This is an optimization exercise on Yosys and OpenROAD, whose aim is small area, a short achievable clock period and few clock cycles, not a production implementation. At most, simulation tests tie the RTL to the original design; equivalence was not proved. For runs 2 and 3, only the layout was checked, not whether the RTL still works. Power is estimated from default activity; no workload was simulated.

--- design/flow/design.v ---
`default_nettype none
package isp_pkg;
    localparam int BEATS_PER_PIC  = 192;
    localparam int PIX_PER_BEAT   = 16;
    localparam int PLANE_BEATS    = 64;
    localparam int WIN_SIZE       = 6;
    localparam int WIN_FIRST_ROW  = 13;
    localparam int WIN_FIRST_COL  = 13;
    localparam int EXPO_SHIFT     = 10;
    localparam int RESULT_LATENCY = 16;
    typedef logic [7:0]   pixel_t;
    typedef logic [127:0] beat_t;
    typedef logic [7:0]   beat_idx_t;
    typedef logic [1:0]   ratio_t;
    typedef logic [7:0]   result_t;
    typedef logic [13:0]  diff_sum_t;
endpackage
`default_nettype wire
`timescale 1ns/1ps
`default_nettype none
module isp_focus_contrast (
    input  logic       clk,
    input  logic       rst_n,
    input  logic       start,
    input  logic [7:0] t0,
    input  logic [7:0] t1,
    input  logic [7:0] t2,
    input  logic [7:0] n0,
    input  logic [7:0] u0,
    input  logic [7:0] u1,
    input  logic [7:0] u2,
    output logic       rot,
    output logic       done,
    output logic [1:0] res
);
    typedef enum logic [1:0] {
        PH_IDLE,
        PH_ROT,       
        PH_SETTLE,    
        PH_DIV        
    } phase_t;
    phase_t     phase;
    logic [1:0] pass;
    logic [3:0] e;            
    logic [3:0] cnt;
    logic       last_step;
    assign rot       = (phase == PH_ROT);
    assign last_step = (pass == 2'd2) && (e == 4'd9);
    always_ff @(posedge clk or negedge rst_n) begin
        if (!rst_n) begin
            phase <= PH_IDLE;
            done  <= 1'b0;
        end else begin
            done <= 1'b0;
            if (start) begin
                phase <= PH_ROT;
            end else begin
                case (phase)
                    PH_ROT:    if (last_step) phase <= PH_SETTLE;
                    PH_SETTLE: if (cnt == 4'd4) phase <= PH_DIV;
                    PH_DIV: begin
                        if (cnt == 4'd0) begin
                            phase <= PH_IDLE;
                            done  <= 1'b1;
                        end
                    end
                    default: ;
                endcase
            end
        end
    end
    logic [1:0] pass_n;
    logic [3:0] e_n;
    always_comb begin
        pass_n = pass;
        e_n    = e;
        if (start) begin
            pass_n = '0;
            e_n    = '0;
        end else if (rot) begin
            e_n = (e == 4'd11) ? 4'd0 : e + 4'd1;
            if (e == 4'd11) begin
                pass_n = pass + 2'd1;
            end
        end
    end
    always_ff @(posedge clk) begin
        pass <= pass_n;
        e    <= e_n;
        case (phase)
            PH_ROT:    cnt <= '0;
            PH_SETTLE: cnt <= (cnt == 4'd4) ? 4'd8 : cnt + 4'd1;
            PH_DIV:    cnt <= cnt - 4'd1;
            default:   cnt <= '0;
        endcase
    end
    logic [2:0] rn;
    logic       hn;
    logic       r14, r13, r23, r2, r04;
    logic       vd  [2];
    logic       c4d [2];
    logic       c2d [2];
    logic [1:0] sel;          
    logic       val [2];
    logic       c4  [2];
    logic       c2  [2];
    logic [7:0] opa [2];
    logic [7:0] opb [2];
    assign rn  = e_n[3:1];
    assign hn  = e_n[0];
    assign r14 = (rn >= 3'd1) && (rn <= 3'd4);
    assign r13 = (rn >= 3'd1) && (rn <= 3'd3);
    assign r23 = (rn == 3'd2) || (rn == 3'd3);
    assign r2  = (rn == 3'd2);
    assign r04 = (rn <= 3'd4);
    always_comb begin
        case (pass_n)
            2'd0: begin
                vd[0] = 1'b1;  c4d[0] = hn && r14;   c2d[0] = 1'b0;
                vd[1] = 1'b1;  c4d[1] = !hn && r14;  c2d[1] = 1'b0;
            end
            2'd1: begin
                vd[0] = r04;   c4d[0] = hn && r13;   c2d[0] = hn && r2;
                vd[1] = !hn;   c4d[1] = !hn && r14;  c2d[1] = !hn && r23;
            end
            default: begin
                vd[0] = r04;   c4d[0] = r13;         c2d[0] = 1'b0;
                vd[1] = r04;   c4d[1] = !hn && r13;  c2d[1] = !hn && r2;
            end
        endcase
    end
    always_ff @(posedge clk) begin
        sel <= {pass_n == 2'd2, pass_n == 2'd1};
        for (int j = 0; j < 2; j++) begin
            val[j] <= vd[j];
            c4[j]  <= c4d[j];
            c2[j]  <= c2d[j];
        end
    end
    always_comb begin
        opa[0] = sel[1] ? t1 : t0;
        opb[0] = sel[1] ? u1 : (sel[0] ? u0 : t1);
        opa[1] = t2;
        opb[1] = sel[1] ? u2 : (sel[0] ? n0 : t1);
    end
    logic [8:0] sd  [2];
    logic [7:0] dq  [2];
    logic       iq  [2];
    logic       q4m [2];
    logic       q2m [2];
    always_comb begin
        for (int j = 0; j < 2; j++) begin
            sd[j] = {1'b0, opa[j]} + {1'b0, ~opb[j]};
        end
    end
    always_ff @(posedge clk) begin
        for (int j = 0; j < 2; j++) begin
            dq[j]  <= (rot && val[j]) ? (sd[j][7:0] ^ {8{!sd[j][8]}}) : 8'd0;
            iq[j]  <= rot && val[j] && sd[j][8];
            q4m[j] <= c4[j];
            q2m[j] <= c2[j];
        end
    end
    logic [13:0] s6, s4;
    logic [9:0]  s2;
    logic [2:0]  k6, k4;      
    logic [1:0]  k2;          
    logic [13:0] a6x, a6y, a4x, a4y;
    logic [9:0]  a2x;
    logic        a2i;
    logic [13:0] n6, n4;
    logic [9:0]  n2;
    logic [2:0]  m6, m4;
    logic [1:0]  m2;
    logic [13:0] cs6, cc6, cs4, cc4;
    logic [14:0] cy6, cy4;
    logic [10:0] cy2;
    logic [13:0] b6, b4;
    always_comb begin
        a6x = 14'(dq[0]);
        a6y = 14'(dq[1]);
        a4x = 14'(dq[0] & {8{q4m[0]}});
        a4y = 14'(dq[1] & {8{q4m[1]}});
        a2x = 10'((dq[0] & {8{q2m[0]}}) | (dq[1] & {8{q2m[1]}}));
        a2i = (iq[0] && q2m[0]) || (iq[1] && q2m[1]);
        for (int k = 0; k < 14; k++) begin
            cs6[k] = s6[k] ^ a6x[k] ^ a6y[k];
            cc6[k] = (s6[k] & a6x[k]) | (s6[k] & a6y[k]) | (a6x[k] & a6y[k]);
            b6[k]  = (k == 0) ? iq[0] : cc6[k == 0 ? 0 : k - 1];
        end
        cy6[0] = iq[1];
        for (int k = 0; k < 14; k++) begin
            n6[k]     = cs6[k] ^ b6[k] ^ cy6[k];
            cy6[k+1]  = (cs6[k] & b6[k]) | (cs6[k] & cy6[k]) | (b6[k] & cy6[k]);
            if (k == 3 || k == 7 || k == 11) begin
                m6[k/4]  = cy6[k+1];
                cy6[k+1] = k6[k/4];
            end
        end
        for (int k = 0; k < 14; k++) begin
            cs4[k] = s4[k] ^ a4x[k] ^ a4y[k];
            cc4[k] = (s4[k] & a4x[k]) | (s4[k] & a4y[k]) | (a4x[k] & a4y[k]);
            b4[k]  = (k == 0) ? (iq[0] && q4m[0]) : cc4[k == 0 ? 0 : k - 1];
        end
        cy4[0] = iq[1] && q4m[1];
        for (int k = 0; k < 14; k++) begin
            n4[k]     = cs4[k] ^ b4[k] ^ cy4[k];
            cy4[k+1]  = (cs4[k] & b4[k]) | (cs4[k] & cy4[k]) | (b4[k] & cy4[k]);
            if (k == 3 || k == 7 || k == 11) begin
                m4[k/4]  = cy4[k+1];
                cy4[k+1] = k4[k/4];
            end
        end
        cy2[0] = a2i;
        for (int k = 0; k < 10; k++) begin
            n2[k]    = s2[k] ^ a2x[k] ^ cy2[k];
            cy2[k+1] = (s2[k] & a2x[k]) | (s2[k] & cy2[k]) | (a2x[k] & cy2[k]);
            if (k == 3 || k == 7) begin
                m2[k/4]  = cy2[k+1];
                cy2[k+1] = k2[k/4];
            end
        end
    end
    always_ff @(posedge clk) begin
        if (start) begin
            s6 <= '0;
            s4 <= '0;
            s2 <= '0;
            k6 <= '0;
            k4 <= '0;
            k2 <= '0;
        end else begin
            s6 <= n6;
            s4 <= n4;
            s2 <= n2;
            k6 <= m6;
            k4 <= m4;
            k2 <= m2;
        end
    end
    logic [5:0] rem;           
    logic [6:0] rem2;
    logic       qb6, qb2, qb4;
    logic       eq26, gt26, eq46, gt46, eq24, gt24;
    assign qb2  = (cnt <= 4'd7) ? s2[cnt + 4'd2] : 1'b0;
    assign qb4  = s4[cnt + 4'd4];
    assign rem2 = {rem, s6[cnt]};
    assign qb6  = (rem2 >= 7'd36);
    always_ff @(posedge clk) begin
        if (phase != PH_DIV) begin
            rem  <= {1'b0, s6[13:9]};
        end else begin
            rem <= 6'(qb6 ? rem2 - 7'd36 : rem2);
        end
        if (phase == PH_SETTLE) begin
            eq26 <= 1'b1;
            gt26 <= 1'b0;
            eq46 <= 1'b1;
            gt46 <= 1'b0;
            eq24 <= 1'b1;
            gt24 <= 1'b0;
        end else if (phase == PH_DIV) begin
            if (eq26 && qb2 != qb6) begin
                eq26 <= 1'b0;
                gt26 <= qb2;
            end
            if (eq46 && qb4 != qb6) begin
                eq46 <= 1'b0;
                gt46 <= qb4;
            end
            if (eq24 && qb2 != qb4) begin
                eq24 <= 1'b0;
                gt24 <= qb2;
            end
        end
    end
    always_comb begin
        if ((eq24 || gt24) && (eq26 || gt26)) begin
            res = 2'd0;
        end else if (eq46 || gt46) begin
            res = 2'd1;
        end else begin
            res = 2'd2;
        end
    end
endmodule
`default_nettype wire
`timescale 1ns/1ps
`default_nettype none
module isp_exposure_acc (
    input  logic          clk,
    input  logic [127:0]  x,
    output logic [10:0]   sa,
    output logic [10:0]   sb
);
    logic s1;
    logic c2;
    logic s3;
    logic c4;
    logic s5;
    logic c6;
    logic s7;
    logic c8;
    logic s9;
    logic c10;
    logic s11;
    logic c12;
    logic s13;
    logic c14;
    logic s15;
    logic c16;
    logic s17;
    logic c18;
    logic s19;
    logic c20;
    logic s21;
    logic c22;
    logic s23;
    logic c24;
    logic s25;
    logic c26;
    logic s27;
    logic c28;
    logic s29;
    logic c30;
    logic s31;
    logic c32;
    logic s33;
    logic c34;
    logic s35;
    logic c36;
    logic s37;
    logic c38;
    logic s39;
    logic c40;
    logic s41;
    logic c42;
    logic s43;
    logic c44;
    logic s45;
    logic c46;
    logic s47;
    logic c48;
    logic s49;
    logic c50;
    logic s51;
    logic c52;
    logic s53;
    logic c54;
    logic s55;
    logic c56;
    logic s57;
    logic c58;
    logic s59;
    logic c60;
    logic s61;
    logic c62;
    logic s63;
    logic c64;
    logic s65;
    logic c66;
    logic s67;
    logic c68;
    logic s69;
    logic c70;
    logic s71;
    logic c72;
    logic s73;
    logic c74;
    logic s75;
    logic c76;
    logic s77;
    logic c78;
    logic s79;
    logic c80;
    logic s81;
    logic c82;
    logic s83;
    logic c84;
    logic s85;
    logic c86;
    logic s87;
    logic c88;
    logic s89;
    logic c90;
    logic s91;
    logic c92;
    logic s93;
    logic c94;
    logic s95;
    logic c96;
    logic s97;
    logic c98;
    logic s99;
    logic c100;
    logic s101;
    logic c102;
    logic s103;
    logic c104;
    logic s105;
    logic c106;
    logic s107;
    logic c108;
    logic s109;
    logic c110;
    logic s111;
    logic c112;
    logic s113;
    logic c114;
    logic s115;
    logic c116;
    logic s117;
    logic c118;
    logic s119;
    logic c120;
    logic s121;
    logic c122;
    logic s123;
    logic c124;
    logic s125;
    logic c126;
    logic s127;
    logic c128;
    logic q129;
    logic q130;
    logic q131;
    logic q132;
    logic q133;
    logic q134;
    logic q135;
    logic q136;
    logic q137;
    logic q138;
    logic q139;
    logic q140;
    logic q141;
    logic q142;
    logic q143;
    logic q144;
    logic q145;
    logic q146;
    logic q147;
    logic q148;
    logic q149;
    logic q150;
    logic q151;
    logic q152;
    logic q153;
    logic q154;
    logic q155;
    logic q156;
    logic q157;
    logic q158;
    logic q159;
    logic q160;
    logic q161;
    logic q162;
    logic q163;
    logic q164;
    logic q165;
    logic q166;
    logic q167;
    logic q168;
    logic q169;
    logic q170;
    logic q171;
    logic q172;
    logic q173;
    logic q174;
    logic q175;
    logic q176;
    logic q177;
    logic q178;
    logic q179;
    logic q180;
    logic q181;
    logic q182;
    logic q183;
    logic q184;
    logic q185;
    logic q186;
    logic q187;
    logic q188;
    logic q189;
    logic q190;
    logic q191;
    logic q192;
    logic s193;
    logic c194;
    logic s195;
    logic c196;
    logic s197;
    logic c198;
    logic s199;
    logic c200;
    logic s201;
    logic c202;
    logic s203;
    logic c204;
    logic s205;
    logic c206;
    logic s207;
    logic c208;
    logic s209;
    logic c210;
    logic s211;
    logic c212;
    logic s213;
    logic c214;
    logic s215;
    logic c216;
    logic s217;
    logic c218;
    logic s219;
    logic c220;
    logic s221;
    logic c222;
    logic s223;
    logic c224;
    logic s225;
    logic c226;
    logic s227;
    logic c228;
    logic s229;
    logic c230;
    logic s231;
    logic c232;
    logic s233;
    logic c234;
    logic s235;
    logic c236;
    logic s237;
    logic c238;
    logic s239;
    logic c240;
    logic s241;
    logic c242;
    logic s243;
    logic c244;
    logic s245;
    logic c246;
    logic s247;
    logic c248;
    logic s249;
    logic c250;
    logic s251;
    logic c252;
    logic s253;
    logic c254;
    logic s255;
    logic c256;
    logic s257;
    logic c258;
    logic s259;
    logic c260;
    logic s261;
    logic c262;
    logic s263;
    logic c264;
    logic s265;
    logic c266;
    logic s267;
    logic c268;
    logic s269;
    logic c270;
    logic s271;
    logic c272;
    logic s273;
    logic c274;
    logic s275;
    logic c276;
    logic s277;
    logic c278;
    logic s279;
    logic c280;
    logic s281;
    logic c282;
    assign s1 = x[0] ^ x[8] ^ x[16];
    assign c2 = (x[0] & x[8]) | (x[0] & x[16]) | (x[8] & x[16]);
    assign s3 = x[24] ^ x[32] ^ x[40];
    assign c4 = (x[24] & x[32]) | (x[24] & x[40]) | (x[32] & x[40]);
    assign s5 = x[48] ^ x[56] ^ x[64];
    assign c6 = (x[48] & x[56]) | (x[48] & x[64]) | (x[56] & x[64]);
    assign s7 = x[72] ^ x[80] ^ x[88];
    assign c8 = (x[72] & x[80]) | (x[72] & x[88]) | (x[80] & x[88]);
    assign s9 = x[96] ^ x[104] ^ x[112];
    assign c10 = (x[96] & x[104]) | (x[96] & x[112]) | (x[104] & x[112]);
    assign s11 = x[1] ^ x[9] ^ x[17];
    assign c12 = (x[1] & x[9]) | (x[1] & x[17]) | (x[9] & x[17]);
    assign s13 = x[25] ^ x[33] ^ x[41];
    assign c14 = (x[25] & x[33]) | (x[25] & x[41]) | (x[33] & x[41]);
    assign s15 = x[49] ^ x[57] ^ x[65];
    assign c16 = (x[49] & x[57]) | (x[49] & x[65]) | (x[57] & x[65]);
    assign s17 = x[73] ^ x[81] ^ x[89];
    assign c18 = (x[73] & x[81]) | (x[73] & x[89]) | (x[81] & x[89]);
    assign s19 = x[97] ^ x[105] ^ x[113];
    assign c20 = (x[97] & x[105]) | (x[97] & x[113]) | (x[105] & x[113]);
    assign s21 = x[2] ^ x[10] ^ x[18];
    assign c22 = (x[2] & x[10]) | (x[2] & x[18]) | (x[10] & x[18]);
    assign s23 = x[26] ^ x[34] ^ x[42];
    assign c24 = (x[26] & x[34]) | (x[26] & x[42]) | (x[34] & x[42]);
    assign s25 = x[50] ^ x[58] ^ x[66];
    assign c26 = (x[50] & x[58]) | (x[50] & x[66]) | (x[58] & x[66]);
    assign s27 = x[74] ^ x[82] ^ x[90];
    assign c28 = (x[74] & x[82]) | (x[74] & x[90]) | (x[82] & x[90]);
    assign s29 = x[98] ^ x[106] ^ x[114];
    assign c30 = (x[98] & x[106]) | (x[98] & x[114]) | (x[106] & x[114]);
    assign s31 = x[3] ^ x[11] ^ x[19];
    assign c32 = (x[3] & x[11]) | (x[3] & x[19]) | (x[11] & x[19]);
    assign s33 = x[27] ^ x[35] ^ x[43];
    assign c34 = (x[27] & x[35]) | (x[27] & x[43]) | (x[35] & x[43]);
    assign s35 = x[51] ^ x[59] ^ x[67];
    assign c36 = (x[51] & x[59]) | (x[51] & x[67]) | (x[59] & x[67]);
    assign s37 = x[75] ^ x[83] ^ x[91];
    assign c38 = (x[75] & x[83]) | (x[75] & x[91]) | (x[83] & x[91]);
    assign s39 = x[99] ^ x[107] ^ x[115];
    assign c40 = (x[99] & x[107]) | (x[99] & x[115]) | (x[107] & x[115]);
    assign s41 = x[4] ^ x[12] ^ x[20];
    assign c42 = (x[4] & x[12]) | (x[4] & x[20]) | (x[12] & x[20]);
    assign s43 = x[28] ^ x[36] ^ x[44];
    assign c44 = (x[28] & x[36]) | (x[28] & x[44]) | (x[36] & x[44]);
    assign s45 = x[52] ^ x[60] ^ x[68];
    assign c46 = (x[52] & x[60]) | (x[52] & x[68]) | (x[60] & x[68]);
    assign s47 = x[76] ^ x[84] ^ x[92];
    assign c48 = (x[76] & x[84]) | (x[76] & x[92]) | (x[84] & x[92]);
    assign s49 = x[100] ^ x[108] ^ x[116];
    assign c50 = (x[100] & x[108]) | (x[100] & x[116]) | (x[108] & x[116]);
    assign s51 = x[5] ^ x[13] ^ x[21];
    assign c52 = (x[5] & x[13]) | (x[5] & x[21]) | (x[13] & x[21]);
    assign s53 = x[29] ^ x[37] ^ x[45];
    assign c54 = (x[29] & x[37]) | (x[29] & x[45]) | (x[37] & x[45]);
    assign s55 = x[53] ^ x[61] ^ x[69];
    assign c56 = (x[53] & x[61]) | (x[53] & x[69]) | (x[61] & x[69]);
    assign s57 = x[77] ^ x[85] ^ x[93];
    assign c58 = (x[77] & x[85]) | (x[77] & x[93]) | (x[85] & x[93]);
    assign s59 = x[101] ^ x[109] ^ x[117];
    assign c60 = (x[101] & x[109]) | (x[101] & x[117]) | (x[109] & x[117]);
    assign s61 = x[6] ^ x[14] ^ x[22];
    assign c62 = (x[6] & x[14]) | (x[6] & x[22]) | (x[14] & x[22]);
    assign s63 = x[30] ^ x[38] ^ x[46];
    assign c64 = (x[30] & x[38]) | (x[30] & x[46]) | (x[38] & x[46]);
    assign s65 = x[54] ^ x[62] ^ x[70];
    assign c66 = (x[54] & x[62]) | (x[54] & x[70]) | (x[62] & x[70]);
    assign s67 = x[78] ^ x[86] ^ x[94];
    assign c68 = (x[78] & x[86]) | (x[78] & x[94]) | (x[86] & x[94]);
    assign s69 = x[102] ^ x[110] ^ x[118];
    assign c70 = (x[102] & x[110]) | (x[102] & x[118]) | (x[110] & x[118]);
    assign s71 = x[7] ^ x[15] ^ x[23];
    assign c72 = (x[7] & x[15]) | (x[7] & x[23]) | (x[15] & x[23]);
    assign s73 = x[31] ^ x[39] ^ x[47];
    assign c74 = (x[31] & x[39]) | (x[31] & x[47]) | (x[39] & x[47]);
    assign s75 = x[55] ^ x[63] ^ x[71];
    assign c76 = (x[55] & x[63]) | (x[55] & x[71]) | (x[63] & x[71]);
    assign s77 = x[79] ^ x[87] ^ x[95];
    assign c78 = (x[79] & x[87]) | (x[79] & x[95]) | (x[87] & x[95]);
    assign s79 = x[103] ^ x[111] ^ x[119];
    assign c80 = (x[103] & x[111]) | (x[103] & x[119]) | (x[111] & x[119]);
    assign s81 = s1 ^ s3 ^ s5;
    assign c82 = (s1 & s3) | (s1 & s5) | (s3 & s5);
    assign s83 = s7 ^ s9 ^ x[120];
    assign c84 = (s7 & s9) | (s7 & x[120]) | (s9 & x[120]);
    assign s85 = s11 ^ s13 ^ s15;
    assign c86 = (s11 & s13) | (s11 & s15) | (s13 & s15);
    assign s87 = s17 ^ s19 ^ x[121];
    assign c88 = (s17 & s19) | (s17 & x[121]) | (s19 & x[121]);
    assign s89 = c2 ^ c4 ^ c6;
    assign c90 = (c2 & c4) | (c2 & c6) | (c4 & c6);
    assign s91 = s21 ^ s23 ^ s25;
    assign c92 = (s21 & s23) | (s21 & s25) | (s23 & s25);
    assign s93 = s27 ^ s29 ^ x[122];
    assign c94 = (s27 & s29) | (s27 & x[122]) | (s29 & x[122]);
    assign s95 = c12 ^ c14 ^ c16;
    assign c96 = (c12 & c14) | (c12 & c16) | (c14 & c16);
    assign s97 = s31 ^ s33 ^ s35;
    assign c98 = (s31 & s33) | (s31 & s35) | (s33 & s35);
    assign s99 = s37 ^ s39 ^ x[123];
    assign c100 = (s37 & s39) | (s37 & x[123]) | (s39 & x[123]);
    assign s101 = c22 ^ c24 ^ c26;
    assign c102 = (c22 & c24) | (c22 & c26) | (c24 & c26);
    assign s103 = s41 ^ s43 ^ s45;
    assign c104 = (s41 & s43) | (s41 & s45) | (s43 & s45);
    assign s105 = s47 ^ s49 ^ x[124];
    assign c106 = (s47 & s49) | (s47 & x[124]) | (s49 & x[124]);
    assign s107 = c32 ^ c34 ^ c36;
    assign c108 = (c32 & c34) | (c32 & c36) | (c34 & c36);
    assign s109 = s51 ^ s53 ^ s55;
    assign c110 = (s51 & s53) | (s51 & s55) | (s53 & s55);
    assign s111 = s57 ^ s59 ^ x[125];
    assign c112 = (s57 & s59) | (s57 & x[125]) | (s59 & x[125]);
    assign s113 = c42 ^ c44 ^ c46;
    assign c114 = (c42 & c44) | (c42 & c46) | (c44 & c46);
    assign s115 = s61 ^ s63 ^ s65;
    assign c116 = (s61 & s63) | (s61 & s65) | (s63 & s65);
    assign s117 = s67 ^ s69 ^ x[126];
    assign c118 = (s67 & s69) | (s67 & x[126]) | (s69 & x[126]);
    assign s119 = c52 ^ c54 ^ c56;
    assign c120 = (c52 & c54) | (c52 & c56) | (c54 & c56);
    assign s121 = s71 ^ s73 ^ s75;
    assign c122 = (s71 & s73) | (s71 & s75) | (s73 & s75);
    assign s123 = s77 ^ s79 ^ x[127];
    assign c124 = (s77 & s79) | (s77 & x[127]) | (s79 & x[127]);
    assign s125 = c62 ^ c64 ^ c66;
    assign c126 = (c62 & c64) | (c62 & c66) | (c64 & c66);
    assign s127 = c72 ^ c74 ^ c76;
    assign c128 = (c72 & c74) | (c72 & c76) | (c74 & c76);
    assign s193 = q131 ^ q132 ^ q133;
    assign c194 = (q131 & q132) | (q131 & q133) | (q132 & q133);
    assign s195 = q134 ^ q135 ^ q136;
    assign c196 = (q134 & q135) | (q134 & q136) | (q135 & q136);
    assign s197 = q138 ^ q139 ^ q140;
    assign c198 = (q138 & q139) | (q138 & q140) | (q139 & q140);
    assign s199 = q141 ^ q142 ^ q143;
    assign c200 = (q141 & q142) | (q141 & q143) | (q142 & q143);
    assign s201 = q146 ^ q147 ^ q148;
    assign c202 = (q146 & q147) | (q146 & q148) | (q147 & q148);
    assign s203 = q149 ^ q150 ^ q151;
    assign c204 = (q149 & q150) | (q149 & q151) | (q150 & q151);
    assign s205 = q154 ^ q155 ^ q156;
    assign c206 = (q154 & q155) | (q154 & q156) | (q155 & q156);
    assign s207 = q157 ^ q158 ^ q159;
    assign c208 = (q157 & q158) | (q157 & q159) | (q158 & q159);
    assign s209 = q162 ^ q163 ^ q164;
    assign c210 = (q162 & q163) | (q162 & q164) | (q163 & q164);
    assign s211 = q165 ^ q166 ^ q167;
    assign c212 = (q165 & q166) | (q165 & q167) | (q166 & q167);
    assign s213 = q170 ^ q171 ^ q172;
    assign c214 = (q170 & q171) | (q170 & q172) | (q171 & q172);
    assign s215 = q173 ^ q174 ^ q175;
    assign c216 = (q173 & q174) | (q173 & q175) | (q174 & q175);
    assign s217 = q178 ^ q179 ^ q180;
    assign c218 = (q178 & q179) | (q178 & q180) | (q179 & q180);
    assign s219 = q181 ^ q182 ^ q183;
    assign c220 = (q181 & q182) | (q181 & q183) | (q182 & q183);
    assign s221 = q186 ^ q187 ^ q188;
    assign c222 = (q186 & q187) | (q186 & q188) | (q187 & q188);
    assign s223 = q189 ^ q190 ^ q191;
    assign c224 = (q189 & q190) | (q189 & q191) | (q190 & q191);
    assign s225 = s193 ^ s195 ^ q137;
    assign c226 = (s193 & s195) | (s193 & q137) | (s195 & q137);
    assign s227 = s197 ^ s199 ^ q144;
    assign c228 = (s197 & s199) | (s197 & q144) | (s199 & q144);
    assign s229 = q145 ^ c194 ^ c196;
    assign c230 = (q145 & c194) | (q145 & c196) | (c194 & c196);
    assign s231 = s201 ^ s203 ^ q152;
    assign c232 = (s201 & s203) | (s201 & q152) | (s203 & q152);
    assign s233 = q153 ^ c198 ^ c200;
    assign c234 = (q153 & c198) | (q153 & c200) | (c198 & c200);
    assign s235 = s205 ^ s207 ^ q160;
    assign c236 = (s205 & s207) | (s205 & q160) | (s207 & q160);
    assign s237 = q161 ^ c202 ^ c204;
    assign c238 = (q161 & c202) | (q161 & c204) | (c202 & c204);
    assign s239 = s209 ^ s211 ^ q168;
    assign c240 = (s209 & s211) | (s209 & q168) | (s211 & q168);
    assign s241 = q169 ^ c206 ^ c208;
    assign c242 = (q169 & c206) | (q169 & c208) | (c206 & c208);
    assign s243 = s213 ^ s215 ^ q176;
    assign c244 = (s213 & s215) | (s213 & q176) | (s215 & q176);
    assign s245 = q177 ^ c210 ^ c212;
    assign c246 = (q177 & c210) | (q177 & c212) | (c210 & c212);
    assign s247 = s217 ^ s219 ^ q184;
    assign c248 = (s217 & s219) | (s217 & q184) | (s219 & q184);
    assign s249 = q185 ^ c214 ^ c216;
    assign c250 = (q185 & c214) | (q185 & c216) | (c214 & c216);
    assign s251 = s221 ^ s223 ^ c218;
    assign c252 = (s221 & s223) | (s221 & c218) | (s223 & c218);
    assign s253 = q192 ^ c222 ^ c224;
    assign c254 = (q192 & c222) | (q192 & c224) | (c222 & c224);
    assign s255 = s227 ^ s229 ^ c226;
    assign c256 = (s227 & s229) | (s227 & c226) | (s229 & c226);
    assign s257 = s231 ^ s233 ^ c228;
    assign c258 = (s231 & s233) | (s231 & c228) | (s233 & c228);
    assign s259 = s235 ^ s237 ^ c232;
    assign c260 = (s235 & s237) | (s235 & c232) | (s237 & c232);
    assign s261 = s239 ^ s241 ^ c236;
    assign c262 = (s239 & s241) | (s239 & c236) | (s241 & c236);
    assign s263 = s243 ^ s245 ^ c240;
    assign c264 = (s243 & s245) | (s243 & c240) | (s245 & c240);
    assign s265 = s247 ^ s249 ^ c244;
    assign c266 = (s247 & s249) | (s247 & c244) | (s249 & c244);
    assign s267 = s251 ^ c220 ^ c248;
    assign c268 = (s251 & c220) | (s251 & c248) | (c220 & c248);
    assign s269 = s257 ^ c230 ^ c256;
    assign c270 = (s257 & c230) | (s257 & c256) | (c230 & c256);
    assign s271 = s259 ^ c234 ^ c258;
    assign c272 = (s259 & c234) | (s259 & c258) | (c234 & c258);
    assign s273 = s261 ^ c238 ^ c260;
    assign c274 = (s261 & c238) | (s261 & c260) | (c238 & c260);
    assign s275 = s263 ^ c242 ^ c262;
    assign c276 = (s263 & c242) | (s263 & c262) | (c242 & c262);
    assign s277 = s265 ^ c246 ^ c264;
    assign c278 = (s265 & c246) | (s265 & c264) | (c246 & c264);
    assign s279 = s267 ^ c250 ^ c266;
    assign c280 = (s267 & c250) | (s267 & c266) | (c250 & c266);
    assign s281 = s253 ^ c252 ^ c268;
    assign c282 = (s253 & c252) | (s253 & c268) | (c252 & c268);
    always_ff @(posedge clk) begin
        q129 <= s81;
        q130 <= s83;
        q131 <= s85;
        q132 <= s87;
        q133 <= s89;
        q134 <= c8;
        q135 <= c10;
        q136 <= c82;
        q137 <= c84;
        q138 <= s91;
        q139 <= s93;
        q140 <= s95;
        q141 <= c18;
        q142 <= c20;
        q143 <= c86;
        q144 <= c88;
        q145 <= c90;
        q146 <= s97;
        q147 <= s99;
        q148 <= s101;
        q149 <= c28;
        q150 <= c30;
        q151 <= c92;
        q152 <= c94;
        q153 <= c96;
        q154 <= s103;
        q155 <= s105;
        q156 <= s107;
        q157 <= c38;
        q158 <= c40;
        q159 <= c98;
        q160 <= c100;
        q161 <= c102;
        q162 <= s109;
        q163 <= s111;
        q164 <= s113;
        q165 <= c48;
        q166 <= c50;
        q167 <= c104;
        q168 <= c106;
        q169 <= c108;
        q170 <= s115;
        q171 <= s117;
        q172 <= s119;
        q173 <= c58;
        q174 <= c60;
        q175 <= c110;
        q176 <= c112;
        q177 <= c114;
        q178 <= s121;
        q179 <= s123;
        q180 <= s125;
        q181 <= c68;
        q182 <= c70;
        q183 <= c116;
        q184 <= c118;
        q185 <= c120;
        q186 <= s127;
        q187 <= c78;
        q188 <= c80;
        q189 <= c122;
        q190 <= c124;
        q191 <= c126;
        q192 <= c128;
        sa <= {c254, s281, s279, s277, s275, s273, s271, s269, s255, s225, q129};
        sb <= {c282, c280, c278, c276, c274, c272, c270, 1'b1, 1'b1, 1'b1, q130};
    end
endmodule
`default_nettype wire
`timescale 1ns/1ps
`default_nettype none
module isp_top (
    input  logic             clk,
    input  logic             rst_n,
    input  logic             in_valid,
    input  logic             in_mode,
    input  isp_pkg::ratio_t  in_ratio_mode,
    input  logic             pix_valid,
    input  isp_pkg::beat_t   pix_data,
    output logic             busy,
    output logic             out_valid,
    output isp_pkg::result_t out_data
);
    logic [7:0] bcnt;       
    logic       mode_q;
    logic [1:0] ratio_q;
    logic       busy_q;
    logic       rmode;      
    logic [1:0] rratio;
    logic       last0;
    assign last0 = pix_valid && (bcnt == 8'd191);
    always_ff @(posedge clk) begin
        busy_q <= rst_n && (in_valid || (busy_q && !last0));
    end
    always_ff @(posedge clk) begin
        if (in_valid) begin
            bcnt    <= '0;
            mode_q  <= in_mode;
            ratio_q <= in_ratio_mode;
        end else if (pix_valid) begin
            bcnt <= last0 ? 8'd0 : bcnt + 8'd1;
        end
        if (last0) begin
            rmode  <= mode_q;
            rratio <= ratio_q;
        end
    end
    assign busy = busy_q;
    logic red0, green0, blue0, wrow0;
    assign red0   = (bcnt[7:6] == 2'd0);
    assign green0 = (bcnt[7:6] == 2'd1);
    assign blue0  = (bcnt[7:6] == 2'd2);
    assign wrow0  = (bcnt[5:0] >= 6'd26) && (bcnt[5:0] <= 6'd37);
    logic       sat;
    logic [3:0] colmask0;
    logic [7:0] bcnt_n;
    logic [1:0] ratio_n;
    logic       mode_n;
    logic [3:0] thr_n;
    logic [127:0] xbits;
    assign bcnt_n  = in_valid ? 8'd0 : (pix_valid ? (last0 ? 8'd0 : bcnt + 8'd1) : bcnt);
    assign ratio_n = in_valid ? in_ratio_mode : ratio_q;
    assign mode_n  = in_valid ? in_mode : mode_q;
    assign thr_n   = (bcnt_n[7:6] == 2'd1) ? 4'(3 - ratio_n) : 4'(4 - ratio_n);
    always_ff @(posedge clk) begin
        sat <= mode_n && (ratio_n == 2'd3);
        for (int j = 0; j < 4; j++) begin
            colmask0[j] <= (4'(j) >= thr_n);
        end
    end
    always_comb begin
        for (int i = 0; i < 16; i++) begin
            for (int j = 0; j < 7; j++) begin
                xbits[8*i + j] = (j >= 4 || colmask0[j % 4]) && (pix_data[8*i + j] || (sat && pix_data[8*i + 7]));
            end
            xbits[8*i + 7] = !sat && pix_data[8*i + 7];
        end
    end
    logic [10:0] sa, sb, sa_n, sb_n;
    isp_exposure_acc i_tree (
        .clk (clk),
        .x   (~xbits),
        .sa  (sa_n),
        .sb  (sb_n)
    );
    assign sa = ~sa_n;
    assign sb = ~sb_n;
    logic        v1, v2, e3;
    logic        first1, first2, last1, last2, g1, sf2, sh2;
    logic [18:0] acc;     
    logic [10:0] acc_lo;
    logic [7:0]  acc_hi;
    logic [1:0]  acc_k;
    always_ff @(posedge clk or negedge rst_n) begin
        if (!rst_n) begin
            v1    <= 1'b0;
            v2    <= 1'b0;
            e3    <= 1'b0;
        end else begin
            v1    <= pix_valid;
            v2    <= v1;
            e3    <= v2 && last2;
        end
    end
    always_ff @(posedge clk) begin
        last1 <= last0;
        last2 <= last1;
    end
    always_ff @(posedge clk) begin
        first1 <= pix_valid && (bcnt == 8'd0);
        first2 <= first1;
        g1     <= green0;
        sf2    <= v1 && g1;
        sh2    <= v1 && !g1;
        {acc_k, acc_lo} <= 13'(first2 ? 11'd0 : acc_lo)
                         + (13'(sa & {11{sf2}}) | 13'(sa[10:1] & {10{sh2}}))
                         + (13'(sb & {11{sf2}}) | 13'(sb[10:1] & {10{sh2}}));
        acc_hi <= first2 ? 8'd0 : acc_hi + 8'(acc_k);
    end
    assign acc = {acc_hi + 8'(acc_k), acc_lo};
    logic [7:0] expo_res;
    always_comb begin
        case (rratio)
            2'd0:    expo_res = {2'b0, acc[18:13]};
            2'd1:    expo_res = {1'b0, acc[18:12]};
            2'd2:    expo_res = acc[18:11];
            default: expo_res = acc[17:10];
        endcase
    end
    logic       wv1, wred1, wend1;
    logic [6:0] wp1 [3];
    always_ff @(posedge clk or negedge rst_n) begin
        if (!rst_n) begin
            wv1    <= 1'b0;
        end else begin
            wv1    <= pix_valid && !mode_q && wrow0;
        end
    end
    always_ff @(posedge clk) begin
        wred1 <= red0;
        wend1 <= blue0 && (bcnt[5:0] == 6'd37);
        for (int j = 0; j < 3; j++) begin
            if (bcnt[0]) begin
                wp1[j] <= green0 ? pix_data[8*j + 1 +: 7] : {1'b0, pix_data[8*j + 2 +: 6]};
            end else begin
                wp1[j] <= green0 ? pix_data[8*(13 + j) + 1 +: 7] : {1'b0, pix_data[8*(13 + j) + 2 +: 6]};
            end
        end
    end
    logic [7:0] ch [3][12];
    logic       pact;         
    logic       chain_en;
    assign chain_en = wv1 || pact;
    always_ff @(posedge clk) begin
        if (chain_en) begin
            for (int j = 0; j < 3; j++) begin
                ch[j][0] <= (wred1 && wv1 ? 8'd0 : ch[j][11]) + (wv1 ? 8'(wp1[j]) : 8'd0);
                for (int k = 1; k < 12; k++) begin
                    ch[j][k] <= ch[j][k-1];
                end
            end
        end
    end
    logic       fdone_p;
    logic [1:0] fres;
    isp_focus_contrast i_contrast (
        .clk   (clk),
        .rst_n (rst_n),
        .start (wv1 && wend1),
        .t0    (ch[0][11]),
        .t1    (ch[1][11]),
        .t2    (ch[2][11]),
        .n0    (ch[0][10]),
        .u0    (ch[0][9]),
        .u1    (ch[1][9]),
        .u2    (ch[2][9]),
        .rot   (pact),
        .done  (fdone_p),
        .res   (fres)
    );
    logic pend, fire, fdone;
    assign fire = (e3 || pend) && (rmode || fdone);
    always_ff @(posedge clk or negedge rst_n) begin
        if (!rst_n) begin
            pend  <= 1'b0;
            fdone <= 1'b0;
        end else begin
            pend  <= !fire && (pend || e3);
            fdone <= !fire && (fdone || fdone_p);
        end
    end
    always_ff @(posedge clk) begin
        out_valid <= fire;
        out_data  <= fire ? (rmode ? expo_res : {6'd0, fres}) : 8'd0;
    end
endmodule
`default_nettype wire
--- design/flow/flow/run.sh ---
#!/bin/bash
# The standard layout (standard.sh), with plain buffers (buf_1) on the
# ports instead of the delay buffers buffer_ports picks by default, and
# timing repair aimed at a setup slack of 5.3 ns.
set -euo pipefail
mkdir -p logs
export BUFFER_PORTS_ARGS="-buffer_cell sky130_fd_sc_hd__buf_1"
bash standard.sh SETUP_SLACK_MARGIN=5.3 finish > logs/standard.log 2>&1
--- design/flow/standard.sh ---
#!/bin/bash
# synth_recipe.tcl (not shown) runs the flow's synth.tcl, then flattens the netlist and writes it again
# the make line also repeats each setting of config.mk as NAME=value (left out here)
make -C /OpenROAD-flow-scripts/flow DESIGN_CONFIG=/design/flow/config.mk WORK_HOME=/design/flow/orfs CLKGATE_MAP_FILE= SYNTH_SCRIPT=/design/flow/synth_recipe.tcl "${@:-finish}"
--- design/flow/config.mk ---
export PLATFORM = sky130hd
export DESIGN_NAME = isp_top
export DESIGN_NICKNAME = isp_top
export VERILOG_FILES = /design/flow/design.v
export SDC_FILE = /design/flow/constraint.sdc
export NUM_CORES = 4
export LEC_CHECK = 0
export ABC_AREA = 1
export CAP_MARGIN = 20
export CORE_MARGIN = 2
export CORE_UTILIZATION = 60
export CTS_BUF_LIST = sky130_fd_sc_hd__clkbuf_16 sky130_fd_sc_hd__clkbuf_8
export CTS_CLUSTER_DIAMETER = 100
export CTS_CLUSTER_SIZE = 25
export SETUP_SLACK_MARGIN = 5
export SLEW_MARGIN = 20
--- design/flow/constraint.sdc ---
create_clock -name core_clock -period 8.0 [get_ports {clk}]
set_input_delay 1.6000 -clock core_clock [delete_from_list [all_inputs] [get_ports {clk}]]
set_output_delay 1.6000 -clock core_clock [all_outputs]
set_load 0.01 [all_outputs]
==> results of run 1 <==
## worst reg2reg max path: stages, from the launching register on
cell and delay, ps:
dfxtp_4 380, nand2_1 60, inv_1 50, fa_1 470, inv_1 90, fa_1 170
inv_1 50, fa_2 350, fa_2 360, fa_1 490, inv_1 40, nor2_1 80
## cells in the mapped netlist (8+ instances only)
master / n / area share
o22ai_1: 31 / 0.0077
inv_2: 9 / 0.0013
nor2_1: 232 / 0.034
or2_2: 19 / 0.0047
edfxtp_1: 291 / 0.35
nor3_1: 9 / 0.0018
o211ai_1: 10 / 0.0030
nand2_1: 372 / 0.055
o21ai_0: 110 / 0.022
inv_1: 383 / 0.057
nand3_1: 64 / 0.013
dfrtp_1: 9 / 0.0089
xor2_1: 31 / 0.011
xnor2_1: 21 / 0.0073
fa_1: 167 / 0.13
ha_1: 80 / 0.040
dfxtp_1: 258 / 0.20
clkbuf_1: 32 / 0.0048
a31oi_1: 8 / 0.0020
nand4_1: 9 / 0.0022
a21oi_1: 89 / 0.018
## cells by family after synthesis
family / count (synthesis) / share of synthesized area
AOI/OAI and AO/OA: 276 / 0.0612
adders and majority gates: 247 / 0.172
xor gates and xnor gates: 52 / 0.0180
buffers and inverters: 443 / 0.0680
and+or+nand+nor: 732 / 0.120
muxes: 2 / 0.000793
DFF: 558 / 0.559
## area by class of cell
type	instances	area (um^2)
clock buffer	26	651
timing repair buffer	165	777
tap	539	674
timing repair inverter	2	12.5
fill	3199	13700
clock inverter	20	100
sequential	558	14200
multi-input combinational	1310	10100
inverter	398	1610
## power by group
| group | switching [uW] | leakage (uW) | internal [uW] | total, uW |
|---|---|---|---|---|
| registers | 123 | 0.00486 | 3220 | 3350 |
| clock network | 867 | 0.000428 | 603 | 1470 |
| logic | 954 | 0.00635 | 742 | 1700 |
## repair_timing
action | 4_1_cts | 5_1_grt
gates resized for setup | 36 | 50
gates cloned | 3 | 1
pin swaps | 4 | 6
setup buffers | 6 | 7
setup endpoints to repair | 296 | 235
## layer usage
layer  track usage  share of wire  up-vias  wire length [um]
li1              -              -     7656                 -
met1         0.328           0.45     7696             22800
met2         0.409           0.49      296             24800
met3        0.0335          0.040       72              2040
met4        0.0562          0.025        0              1290
met5             0              0        -                 0
## state kept, by name (all words and copies together), names as in the netlist, 3 cells and up
name            cells
i_contrast.cnt      4
i_contrast.s2      10
out_data            8
i_contrast.e        4
bcnt                8
i_contrast.s4      14
i_tree.sb           8
i_contrast.k6       3
i_contrast.k4       3
colmask0            4
i_tree.sa          11
i_contrast.s6      14
ch                288
acc_hi              8
i_contrast.rem      6
i_contrast.dq      16
wp1                21
acc_lo             11
## how the worst min path moves through the flow
stage                     start           endpoint  slack (ps)  depth (start not counted)
5_1_grt        i_contrast.c2[0]  i_contrast.q2m[0]         340                          0
3_3_place_gp              last1              last2         310                          0
3_5_place_dp        i_tree.q129       i_tree.sa[0]         310                          0
6_report                 first1             first2         330                          0
2_1_floorplan            first1             first2         310                          0
4_1_cts        i_contrast.c4[1]  i_contrast.q4m[1]         330                          0
## per-stage QoR
| stage | total power, uW | cells | hold slack [ps] | setup WS, ps | utilization |
|---|---|---|---|---|---|
| 3_3_place_gp | 5030 | 2955 | 314 | 4490 | 0.646 |
| 2_1_floorplan | 4520 | 2310 | 310 | 4760 | - |
| 5_1_grt | 6930 | 3018 | 339 | 5230 | 0.672 |
| 3_5_place_dp | 5120 | 2955 | 315 | 4450 | 0.646 |
| 4_1_cts | 6570 | 3010 | 333 | 5300 | 0.667 |
| 6_report | 6510 | 3018 | 332 | 5320 | 0.672 |
==> impl_metrics.csv, run 1 <==
group,metric,value,unit
run_status,outcome,"timing/DRC/antenna clean",
synthesis,avgSynthCellArea,10.9,um^2
drt,antenna_left,0,
place,place.gp.congestion,0.884,
power,p_leak,0.0116,uW
sta,fmax,373,MHz
layout,fin_nets,2843,
worst_setup_path,rr_worst_depth,11,
drt,vias,15700,
worst_setup_path,crit_buf_inv,3,
worst_setup_path,path_class,"in -> reg",
global_routing,grt_antenna_before_repair,0,
worst_setup_path,endpoint,"i_tree.q129",
worst_setup_path,startpoint,"pix_data[71]",
die,die_w,209,um
worst_setup_path,cpMaxStageDelayCell,"fa_2",
die,core_region_area,0.0418,mm^2
sta,setup-violations-final,0,
clocking,cts_tree,"built",
worst_setup_path,worst_path_dominant_cell_family,"adder cells",
synthesis,syn-num-nets,2692,
drt,drc_errors,0,
synthesis,ys_types,55,
drt,finalWirelength,50.9,mm
drt,vias_per_cell,5.21,
clocking,htree_levels,1,
worst_setup_path,critPathRequiredTime,8530,ps
die,dieArea,0.0437,mm^2
sta,period_share,0.335,
worst_setup_path,start_kind,"primary input",
clocking,cts_made_buffers,26,
synthesis,synth_area,0.0253,mm^2
die,start_util,0.605,
layout,final_cell_mix,"inv_1 (376), nand2_1 (356), edfxtp_1 (291)",
sta,slew_viol_final,0,
layout,fin_area,0.0281,mm^2
global_routing,grt_pass1_wl,81.9,mm
sta,tns,0,ps
clocking,clk_pin_slew_worst_paths,100,ps
synthesis,ys_seq_area_frac,0.559,
drt,first_iter_violations,1067,
min_path,holdCritPathClass,"reg -> reg",
clocking,cts_sinks,558,
worst_setup_path,crit_fanout,7,
layout,syn_to_final_growth,11.1,%
clocking,root_buffer,"clkbuf_16",
synthesis,yosysWarnings,20,
worst_setup_path,cpPeakStageDelay,550,ps
place,dpl-instance-area,0.0270,mm^2
sta,tightest_slew,806,ps
global_routing,overflow,0,
sta,slew_headroom,0.463,
clocking,cts_buffer_depth,3,
die,io_pins,145,
die,row_count,75,
clocking,clk_latency,590,ps
drt,wire_per_inst,16.9,um
drt,drt_pass1_iterations,5,
sta,skew,21.7,ps
worst_setup_path,reg2reg_slack,5350,ps
global_routing,grt_max_degree,170,
die,die_y,209,um
global_routing,grt_pass1_vias,15900,
power,power_density,232,mW/mm^2
synthesis,syn_inst,2310,
layout,drive_above_1_share,0.119,
synthesis,synth_seq_cells,558,
worst_setup_path,rr_startpoint,"i_contrast.q4m[0]",
layout,final_common_cell,"inv_1",
sta,hold_violations,0,
clocking,ctsHoldBuffers,0,
global_routing,grt_util_all_layers,0.240,
power,irDropWorstVdd,0.259,mV
run,max_cap_viol_count,0,
sta,rsz0062_at_grt,"yes",
synthesis,ys_async_sr_fraction,0.0161,
synthesis,synth_edf_count,291,
layout,n_antenna_cell,0,
worst_setup_path,r2r_end,"i_contrast.s4[7]",
place,hpwlAfterDp,38.2,mm
worst_setup_path,end_kind,"register",
worst_setup_path,cp.depth,8,
worst_setup_path,cp_cell_sequence,"buf_4, nand2_8, clkinv_8, nor2_1, nor2_1, fa_2, inv_1, fa_2",
worst_setup_path,cp.arrival,3210,ps
place,io_buffers,144,
synthesis,ys.flop_type,"edfxtp_1",
sta,layout_min_cycle_time,2680,ps
Testbench counts, summed over its fixed seeds: cycles 18,626.
==> inputs of run 2 (changes only) <==
--- a/design/flow/design.v
+++ b/design/flow/design.v
@@ -941,7 +941,7 @@
     );
     assign sa = ~sa_n;
     assign sb = ~sb_n;
-    logic        v1, v2, e3;
+    logic        v1, v2, e3, e4;    
     logic        first1, first2, last1, last2, g1, sf2, sh2;
     logic [18:0] acc;     
     logic [10:0] acc_lo;
@@ -952,10 +952,12 @@
             v1    <= 1'b0;
             v2    <= 1'b0;
             e3    <= 1'b0;
+            e4    <= 1'b0;
         end else begin
             v1    <= pix_valid;
             v2    <= v1;
             e3    <= v2 && last2;
+            e4    <= e3;
         end
     end
     always_ff @(posedge clk) begin
@@ -973,7 +975,7 @@
                          + (13'(sb & {11{sf2}}) | 13'(sb[10:1] & {10{sh2}}));
         acc_hi <= first2 ? 8'd0 : acc_hi + 8'(acc_k);
     end
-    assign acc = {acc_hi + 8'(acc_k), acc_lo};
+    assign acc = {acc_hi, acc_lo};
     logic [7:0] expo_res;
     always_comb begin
         case (rratio)
@@ -1035,13 +1037,13 @@
         .res   (fres)
     );
     logic pend, fire, fdone;
-    assign fire = (e3 || pend) && (rmode || fdone);
+    assign fire = (e4 || pend) && (rmode || fdone);
     always_ff @(posedge clk or negedge rst_n) begin
         if (!rst_n) begin
             pend  <= 1'b0;
             fdone <= 1'b0;
         end else begin
-            pend  <= !fire && (pend || e3);
+            pend  <= !fire && (pend || e4);
             fdone <= !fire && (fdone || fdone_p);
         end
     end
--- a/design/flow/config.mk
+++ b/design/flow/config.mk
@@ -9,8 +9,7 @@
 export CAP_MARGIN = 20
 export CORE_MARGIN = 2
 export CORE_UTILIZATION = 60
-export CTS_BUF_LIST = sky130_fd_sc_hd__clkbuf_16 sky130_fd_sc_hd__clkbuf_8
-export CTS_CLUSTER_DIAMETER = 100
-export CTS_CLUSTER_SIZE = 25
+export CTS_CLUSTER_DIAMETER = 80
+export CTS_CLUSTER_SIZE = 30
 export SETUP_SLACK_MARGIN = 5
 export SLEW_MARGIN = 20
==> run 2 against run 1 <==
Compared with the run above: register-to-register slack about the same; area after synthesis rose by 0.14%; cell count up 0.43%; clock skew is 4.2 ps lower; clock power rose by 24%; combinational power fell by 5%; non-clock buffer count is 3 higher; setup slack got worse by 16 ps; largest power group unchanged; highest routed layer unchanged.
==> impl_metrics.csv, run 2 <==
group,metric,value,unit
synthesis,ys_async_sr_fraction,0.0179,
worst_setup_path,crit_buf_inv,3,
global_routing,overflow,0,
global_routing,grt_util_all_layers,0.246,
die,start_util,0.606,
global_routing,grt_max_degree,216,
synthesis,synth_area_leaders,"edfxtp_1 (35%), dfxtp_1 (20%), fa_1 (13%)",
global_routing,grt_antenna_before_repair,1,
worst_setup_path,cpPeakStageDelay,550,ps
run_status,outcome,"timing/DRC/antenna clean",
drt,drt_pass1_iterations,5,
layout,fin_area,0.0286,mm^2
synthesis,synth_most_common_cell,"inv_1",
layout,syn_to_final_growth,13.0,%
sta,setup-violations-final,0,
synthesis,ys_types,51,
clocking,htree_levels,1,
sta,rsz0062_at_grt,"yes",
sta,slew_headroom,0.291,
synthesis,ys.flop_type,"edfxtp_1",
clocking,cts_sinks,559,
die,die_y,209,um
sta,slew_viol_final,0,
power,power_density,238,mW/mm^2
sta,tightest_slew,1060,ps
drt,wire_per_inst,17.5,um
worst_setup_path,cpMaxStageDelayCell,"fa_1",
layout,top_register,"ch",
worst_setup_path,critPathRequiredTime,8540,ps
synthesis,synth_area,0.0253,mm^2
place,hpwlAfterDp,40.1,mm
worst_setup_path,cp_cell_sequence,"buf_4, nand2_8, inv_8, or2_4, fa_1, inv_2, fa_2",
synthesis,synth_seq_cells,559,
synthesis,ys_seq_area_frac,0.560,
synthesis,synth.top_cell.area_share,0.346,
place,placed_cells,2951,
sta,hold_violations,0,
global_routing,grt_pass1_wl,83.4,mm
worst_setup_path,crit_fanout,7,
die,row_count,75,
clocking,ctsHoldBuffers,0,
die,io_pins,145,
worst_setup_path,startpoint,"pix_data[95]",
worst_setup_path,start_kind,"primary input",
global_routing,grt_pass1_vias,15700,
clocking,cts_made_buffers,30,
synthesis,syn_inst,2310,
clocking,cts_buffer_depth,3,
drt,finalWirelength,53.2,mm
worst_setup_path,path_class,"in -> reg",
place,io_buffers,144,
worst_setup_path,cp.arrival,3240,ps
place,dpl-instance-area,0.0270,mm^2
sta,whs,331,ps
synthesis,yosysWarnings,20,
die,die_w,209,um
synthesis,synth_edf_count,291,
layout,final_cell_mix,"inv_1 (353), nand2_1 (334), edfxtp_1 (291)",
layout,drive_above_1_share,0.136,
min_path,holdCritPathClass,"reg -> reg",
worst_setup_path,rr_startpoint,"wv1",
worst_setup_path,worst_path_dominant_cell_family,"adder cells",
drt,first_iter_violations,1286,
layout,largest_reg_flops,288,
sta,fmax,371,MHz
drt,vias_per_cell,5.26,
worst_setup_path,end_kind,"register",
sta,period_share,0.337,
layout,reg_top3,"ch: 288 flops, wp1: 21 flops, i_contrast.dq: 16 flops",
layout,final_cells,3031,
synthesis,synth_top_cells_by_count,"inv_1 (377), nand2_1 (350), edfxtp_1 (291)",
power,p_leak,0.0118,uW
die,dieArea,0.0438,mm^2
power,irDropWorstVdd,0.179,mV
min_path,hp-start,"first1",
sta,skew,17.5,ps
sta,tns,0,ps
die,core_region_area,0.0418,mm^2
clocking,cts_tree,"built",
place,place.gp.congestion,0.972,
layout,final_common_cell,"inv_1",
synthesis,syn-num-nets,2692,
drt,drc_errors,0,
clocking,root_buffer,"clkbuf_16",
clocking,clk_latency,600,ps
sta,layout_min_cycle_time,2700,ps
synthesis,avgSynthCellArea,10.9,um^2
drt,antenna_left,0,
synthesis,synth_top_area_cell,"edfxtp_1",
run,max_cap_viol_count,0,
drt,vias,15900,
clocking,clk_pin_slew_worst_paths,90,ps
layout,fin_nets,2849,
-- run 2: path summary, 6_finish.rpt --
check / to / slack [ps] / cells after the start
min reg2reg: first2 / 330 / 0
max: i_tree.q155 / 5300 / 7
min in group asynchronous: i_contrast.phase[1] / 1020 / 1
max in group asynchronous: i_contrast.phase[1] / 6490 / 1
min: first2 / 330 / 0
max reg2reg: ch[12][7] / 5340 / 12
-- run 2: cells by family after synthesis --
family / count (synthesis) / share of synthesized area
compound gates: 291 / 0.0650
simple gates: 722 / 0.119
buf+inv: 441 / 0.0670
flops: 559 / 0.560
xor+xnor: 48 / 0.0169
mux: 2 / 0.000792
fa+ha+maj: 247 / 0.172
-- run 2: per-layer routing --
metal,global-route usage,vias to the layer above,share of wire
li1,-,7745,-
met5,0,-,0
met2,0.391,449,0.46
met3,0.0322,97,0.050
met1,0.354,7653,0.45
met4,0.0818,0,0.037
-- run 2: per-stage QoR --
step                      utilization  setup WS, ps  power [uW]
after floorplan                     -          4800        4520
after global placement          0.646          4440        5000
after detailed placement        0.646          4430        5060
after CTS                       0.678          5300        6870
after global routing            0.684          5250        7200
final                           0.684          5300        6810
-- run 2: cell type report --
cell class	count	area (um^2)
sequential	559	14200
fill	3204	13200
multi-input combinational	1311	10200
inverter	395	1600
clock buffer	37	810
timing repair buffer	168	810
tap	539	674
clock inverter	19	285
timing repair inverter	2	15.0
antenna	1	2.50
-- run 2: power by group --
group	switching, uW	total (uW)	internal, uW
clock network	1030	1830	797
registers	140	3370	3230
logic	893	1610	718
total	2070	6810	4740
-- run 2: timing repair --
item / CTS / global route
cloned: 3 / 1
resized for setup: 54 / 57
pin swaps: 3 / 13
setup buffers: 8 / 11
setup endpoints to repair: 274 / 118
-- run 2: worst reg2reg max path: stages, from the launching register on --
cell and delay (ps):
dfrtp_1 390, buf_6 180, nand2_8 120, clkinvlp_4 150, buf_4 170, buf_4 120, nor2_2 170, ha_4 250
a21oi_1 170, nand2_1 150, nand4_1 100, o211ai_1 210, xnor2_1 210
==> inputs of run 3 (changes only) <==
--- a/design/flow/design.v
+++ b/design/flow/design.v
@@ -161,26 +161,32 @@
             q2m[j] <= c2[j];
         end
     end
-    logic [13:0] s6, s4;
+    logic [13:0] s6;
+    logic [12:0] s4;          
     logic [9:0]  s2;
     logic [2:0]  k6, k4;      
     logic [1:0]  k2;          
-    logic [13:0] a6x, a6y, a4x, a4y;
+    logic [13:0] a6x, a6y;
+    logic [12:0] a4x, a4y;
     logic [9:0]  a2x;
     logic        a2i;
-    logic [13:0] n6, n4;
+    logic [13:0] n6;
+    logic [12:0] n4;
     logic [9:0]  n2;
     logic [2:0]  m6, m4;
     logic [1:0]  m2;
-    logic [13:0] cs6, cc6, cs4, cc4;
-    logic [14:0] cy6, cy4;
+    logic [13:0] cs6, cc6;
+    logic [12:0] cs4, cc4;
+    logic [14:0] cy6;
+    logic [13:0] cy4;
     logic [10:0] cy2;
-    logic [13:0] b6, b4;
+    logic [13:0] b6;
+    logic [12:0] b4;
     always_comb begin
         a6x = 14'(dq[0]);
         a6y = 14'(dq[1]);
-        a4x = 14'(dq[0] & {8{q4m[0]}});
-        a4y = 14'(dq[1] & {8{q4m[1]}});
+        a4x = 13'(dq[0] & {8{q4m[0]}});
+        a4y = 13'(dq[1] & {8{q4m[1]}});
         a2x = 10'((dq[0] & {8{q2m[0]}}) | (dq[1] & {8{q2m[1]}}));
         a2i = (iq[0] && q2m[0]) || (iq[1] && q2m[1]);
         for (int k = 0; k < 14; k++) begin
@@ -197,13 +203,13 @@
                 cy6[k+1] = k6[k/4];
             end
         end
-        for (int k = 0; k < 14; k++) begin
+        for (int k = 0; k < 13; k++) begin
             cs4[k] = s4[k] ^ a4x[k] ^ a4y[k];
             cc4[k] = (s4[k] & a4x[k]) | (s4[k] & a4y[k]) | (a4x[k] & a4y[k]);
             b4[k]  = (k == 0) ? (iq[0] && q4m[0]) : cc4[k == 0 ? 0 : k - 1];
         end
         cy4[0] = iq[1] && q4m[1];
-        for (int k = 0; k < 14; k++) begin
+        for (int k = 0; k < 13; k++) begin
             n4[k]     = cs4[k] ^ b4[k] ^ cy4[k];
             cy4[k+1]  = (cs4[k] & b4[k]) | (cs4[k] & cy4[k]) | (b4[k] & cy4[k]);
             if (k == 3 || k == 7 || k == 11) begin
@@ -941,7 +947,7 @@
     );
     assign sa = ~sa_n;
     assign sb = ~sb_n;
-    logic        v1, v2, e3, e4;    
+    logic        v1, v2, e3;
     logic        first1, first2, last1, last2, g1, sf2, sh2;
     logic [18:0] acc;     
     logic [10:0] acc_lo;
@@ -952,12 +958,10 @@
             v1    <= 1'b0;
             v2    <= 1'b0;
             e3    <= 1'b0;
-            e4    <= 1'b0;
         end else begin
             v1    <= pix_valid;
             v2    <= v1;
             e3    <= v2 && last2;
-            e4    <= e3;
         end
     end
     always_ff @(posedge clk) begin
@@ -975,7 +979,7 @@
                          + (13'(sb & {11{sf2}}) | 13'(sb[10:1] & {10{sh2}}));
         acc_hi <= first2 ? 8'd0 : acc_hi + 8'(acc_k);
     end
-    assign acc = {acc_hi, acc_lo};
+    assign acc = {acc_hi + 8'(acc_k), acc_lo};
     logic [7:0] expo_res;
     always_comb begin
         case (rratio)
@@ -1037,13 +1041,13 @@
         .res   (fres)
     );
     logic pend, fire, fdone;
-    assign fire = (e4 || pend) && (rmode || fdone);
+    assign fire = (e3 || pend) && (rmode || fdone);
     always_ff @(posedge clk or negedge rst_n) begin
         if (!rst_n) begin
             pend  <= 1'b0;
             fdone <= 1'b0;
         end else begin
-            pend  <= !fire && (pend || e4);
+            pend  <= !fire && (pend || e3);
             fdone <= !fire && (fdone || fdone_p);
         end
     end
--- a/design/flow/config.mk
+++ b/design/flow/config.mk
@@ -9,7 +9,8 @@
 export CAP_MARGIN = 20
 export CORE_MARGIN = 2
 export CORE_UTILIZATION = 60
-export CTS_CLUSTER_DIAMETER = 80
-export CTS_CLUSTER_SIZE = 30
+export CTS_BUF_LIST = sky130_fd_sc_hd__clkbuf_16 sky130_fd_sc_hd__clkbuf_8
+export CTS_CLUSTER_DIAMETER = 100
+export CTS_CLUSTER_SIZE = 25
 export SETUP_SLACK_MARGIN = 5
 export SLEW_MARGIN = 20
==> run 3 against run 2 <==
Compared with the run above: still clean on timing, DRC and antenna; synthesized cell count decreased by 0.95%; sequential share of layout area increased by 0.69 points; sequential power about the same; routed wire length shrank 0.27%; clock power is about 20% lower; register-to-register slack barely moved; combinational power is 11% higher; hold slack better by 1.9 ps; utilization rose by 0.14 points; setup slack improved by 3.6 ps; sequential cell count decreased by 2; count of clock-buffer cells in the layout is 11 lower; largest power group unchanged.
==> impl_metrics.csv, run 3 <==
group,metric,value,unit
power,clockPowerShare,0.220,
drt,finalWirelength,53.0,mm
drt,drt_pass1_iterations,7,
worst_setup_path,rr_startpoint,"i_contrast.q4m[0]",
die,row_count,74,
synthesis,syn_inst,2288,
global_routing,grt_util_all_layers,0.246,
sta,skew,21.9,ps
place,hpwlAfterDp,40.1,mm
clocking,clk_pin_slew_worst_paths,100,ps
clocking,cts_sinks,557,
worst_setup_path,crit_fanout,7,
place,io_buffers,144,
synthesis,yosysWarnings,20,
synthesis,synth_area,0.0250,mm^2
die,dieArea,0.0434,mm^2
run_status,outcome,"timing/DRC/antenna clean",
synthesis,synth_top_cells_by_count,"inv_1 (380), nand2_1 (372), edfxtp_1 (291)",
drt,antenna_left,0,
synthesis,synth_seq_cells,557,
power,irDropWorstVdd,0.187,mV
sta,rsz0062_at_grt,"yes",
worst_setup_path,end_kind,"register",
min_path,hp-start,"i_contrast.c2[0]",
worst_setup_path,worst_path_dominant_cell_family,"adder cells",
worst_setup_path,cp.arrival,3220,ps
layout,largest_reg_flops,288,
clocking,root_buffer,"clkbuf_16",
power,p_switching,1970,uW
global_routing,overflow,0,
die,start_util,0.611,
worst_setup_path,path_class,"in -> reg",
place,place.gp.congestion,0.925,
drt,wire_per_inst,17.7,um
power,p_seq_frac,0.508,
layout,fin_nets,2823,
synthesis,synth_edf_count,291,
worst_setup_path,critPathRequiredTime,8520,ps
global_routing,grt_antenna_before_repair,1,
drt,vias,15700,
layout,multi_input_area,0.0101,mm^2
synthesis,syn-num-nets,2669,
worst_setup_path,start_kind,"primary input",
global_routing,grt_pass1_vias,15700,
power,power.internal,4630,uW
clocking,cts_made_buffers,26,
sta,setup-violations-final,0,
synthesis,ys_async_sr_fraction,0.0162,
synthesis,ys.flop_type,"edfxtp_1",
layout,top_register,"ch",
worst_setup_path,cpMaxStageDelayCell,"fa_2",
min_path,holdCritPathClass,"reg -> reg",
sta,fmax,372,MHz
sta,tns,0,ps
layout,fillers,3096,
clocking,cts_tree,"built",
synthesis,synth_most_common_cell,"inv_1",
synthesis,synth.top_cell.area_share,0.349,
drt,vias_per_cell,5.26,
die,io_pins,145,
layout,reg_top3,"ch: 288 flops, wp1: 21 flops, i_contrast.dq: 16 flops",
die,die_w,208,um
die,die_y,208,um
synthesis,synth_area_leaders,"edfxtp_1 (35%), dfxtp_1 (21%), fa_1 (13%)",
layout,final_cell_mix,"inv_1 (368), nand2_1 (355), edfxtp_1 (291)",
sta,layout_min_cycle_time,2690,ps
clocking,htree_levels,1,
drt,drc_errors,0,
sta,slew_viol_final,0,
power,power_density,235,mW/mm^2
sta,slew_headroom,0.352,
power,p_leak,0.0116,uW
clocking,cts_buffer_depth,3,
power,switching_share,0.299,
sta,period_share,0.336,
synthesis,avgSynthCellArea,10.9,um^2
clocking,ctsHoldBuffers,0,
sta,hold_violations,0,
worst_setup_path,cpPeakStageDelay,520,ps
synthesis,synth_top_area_cell,"edfxtp_1",
run,max_cap_viol_count,0,
power,finalPower,6610,uW
drt,first_iter_violations,1167,
layout,syn_to_final_growth,12.3,%
worst_setup_path,cp_cell_sequence,"clkbuf_4, nand2_8, inv_8, nor2_1, nor2_1, fa_2, inv_1, fa_2",
synthesis,ys_seq_area_frac,0.563,
layout,seq_area,0.0141,mm^2
clocking,clk_latency,590,ps
global_routing,grt_max_degree,111,
worst_setup_path,crit_buf_inv,3,
layout,final_common_cell,"inv_1",
power,power_frac_comb,0.271,
synthesis,ys_types,51,
die,core_region_area,0.0410,mm^2
global_routing,grt_pass1_wl,82.4,mm
sta,tightest_slew,972,ps
layout,drive_above_1_share,0.127,
worst_setup_path,startpoint,"pix_data[71]",
==> run 3: final timing paths <==
path	endpoint	slack (ps)	depth (start not counted)
setup / recovery	i_tree.q138	5310	8
hold / removal	i_contrast.q2m[0]	330	0
setup reg to reg	i_contrast.s4[7]	5340	11
hold reg to reg	i_contrast.q2m[0]	330	0
max in group asynchronous	wv1	6300	1
min in group asynchronous	fdone	1090	1
==> run 3: power by group through the flow <==
stage | sequential [uW] | clock (uW) | combinational [uW]
after floorplan | 3360 | 0 | 1150
after global placement | 3420 | 0 | 1640
after detailed placement | 3420 | 0 | 1730
after CTS | 3350 | 1500 | 1760
after global routing | 3380 | 1590 | 2020
final | 3360 | 1460 | 1790
==> run 3: final cells by class <==
class	instances	share of cell area
diodes	1	0.0000890
clock buffers	26	0.0231
clock inverters	21	0.00387
inverters	396	0.0574
multi-input cells	1294	0.360
flip-flops and latches	557	0.503
well taps	532	0.0237
repair buffers	164	0.0275
repair inverters	3	0.000623
==> run 3: stage by stage <==
| step | hold WS [ps] | cell area [um^2] | utilization | std cells | setup slack [ps] |
|---|---|---|---|---|---|
| floorplan | 310 | 25800 | - | 2288 | 4820 |
| global placement | 312 | 26900 | 0.656 | 2926 | 4530 |
| detailed placement | 312 | 26900 | 0.656 | 2926 | 4490 |
| CTS | 335 | 27800 | 0.679 | 2982 | 5300 |
| global route | 338 | 28100 | 0.685 | 2993 | 5170 |
| finish | 333 | 28100 | 0.685 | 2994 | 5310 |
==> run 3: cells by family (layout without fill, tap and decap cells) <==
kind of cell / count (synthesis) / count (layout) / synth area share
compound gates: 266 / 266 / 0.0591
xor+xnor: 50 / 50 / 0.0175
fa+ha+maj: 246 / 246 / 0.173
buf+inv: 438 / 610 / 0.0665
flops: 557 / 557 / 0.563
mux: 2 / 2 / 0.000799
other cells: 0 / 1 / 0
simple gates: 729 / 730 / 0.120
==> run 3: timing repair <==
action                                  in CTS  in global routing
pin swaps                                    1                  8
gates cloned                                 3                  2
buffers inserted                             6                  9
gates resized for setup                     46                 66
hold endpoints to repair                     0                  0
endpoints found under the setup margin     292                156
==> run 3: routing by layer <==
metal / track usage / up-vias / wire length, um / share of wire
met4: 0.0672 / 0 / 1510 / 0.028
met1: 0.337 / 7609 / 23200 / 0.44
li1: - / 7626 / - / -
met3: 0.0329 / 81 / 2860 / 0.054
met5: 0 / - / 0 / 0
met2: 0.416 / 423 / 25500 / 0.48
==> run 3: worst reg2reg max path, stage by stage (launching register included) <==
cell and delay (ps):
dfxtp_4 420, nand2_1 60, inv_1 70, fa_1 430, inv_2 70, fa_1 160, inv_1 50, fa_2 340
fa_2 360, fa_2 520, inv_1 40, nor2_1 80

-- re-timing with driven ports --
The results above use ideal ports. As a check the final layouts listed here were re-extracted and re-timed, cells and wires unchanged. Step 1, drivers: a clkbuf_16 drives clk and a buf_2 each remaining input, both assumed. Step 2, shift: input delay + t, output delay - t, t = (earliest + latest rising clock arrival at the registers) / 2. This alone moves slack from input paths to output paths. Three values: ideal, step 1, step 2; two values: the first two.
run	shift t [ns]	setup slack, ns	slew at the worst register clock pin (ns)	pins driven straight from the clock port
run 1	0.639	5.321 / 5.297 / 4.708	0.11 / 0.11	1
run 2	0.649	5.305 / 5.278 / 4.670	0.11 / 0.11	1
run 3	0.633	5.309 / 5.290 / 4.709	0.11 / 0.11	1
After both steps every run listed still meets setup and hold. The setup slack of run 2, which loses most, moves by -0.027 ns with the drivers and by -0.635 ns with both steps.
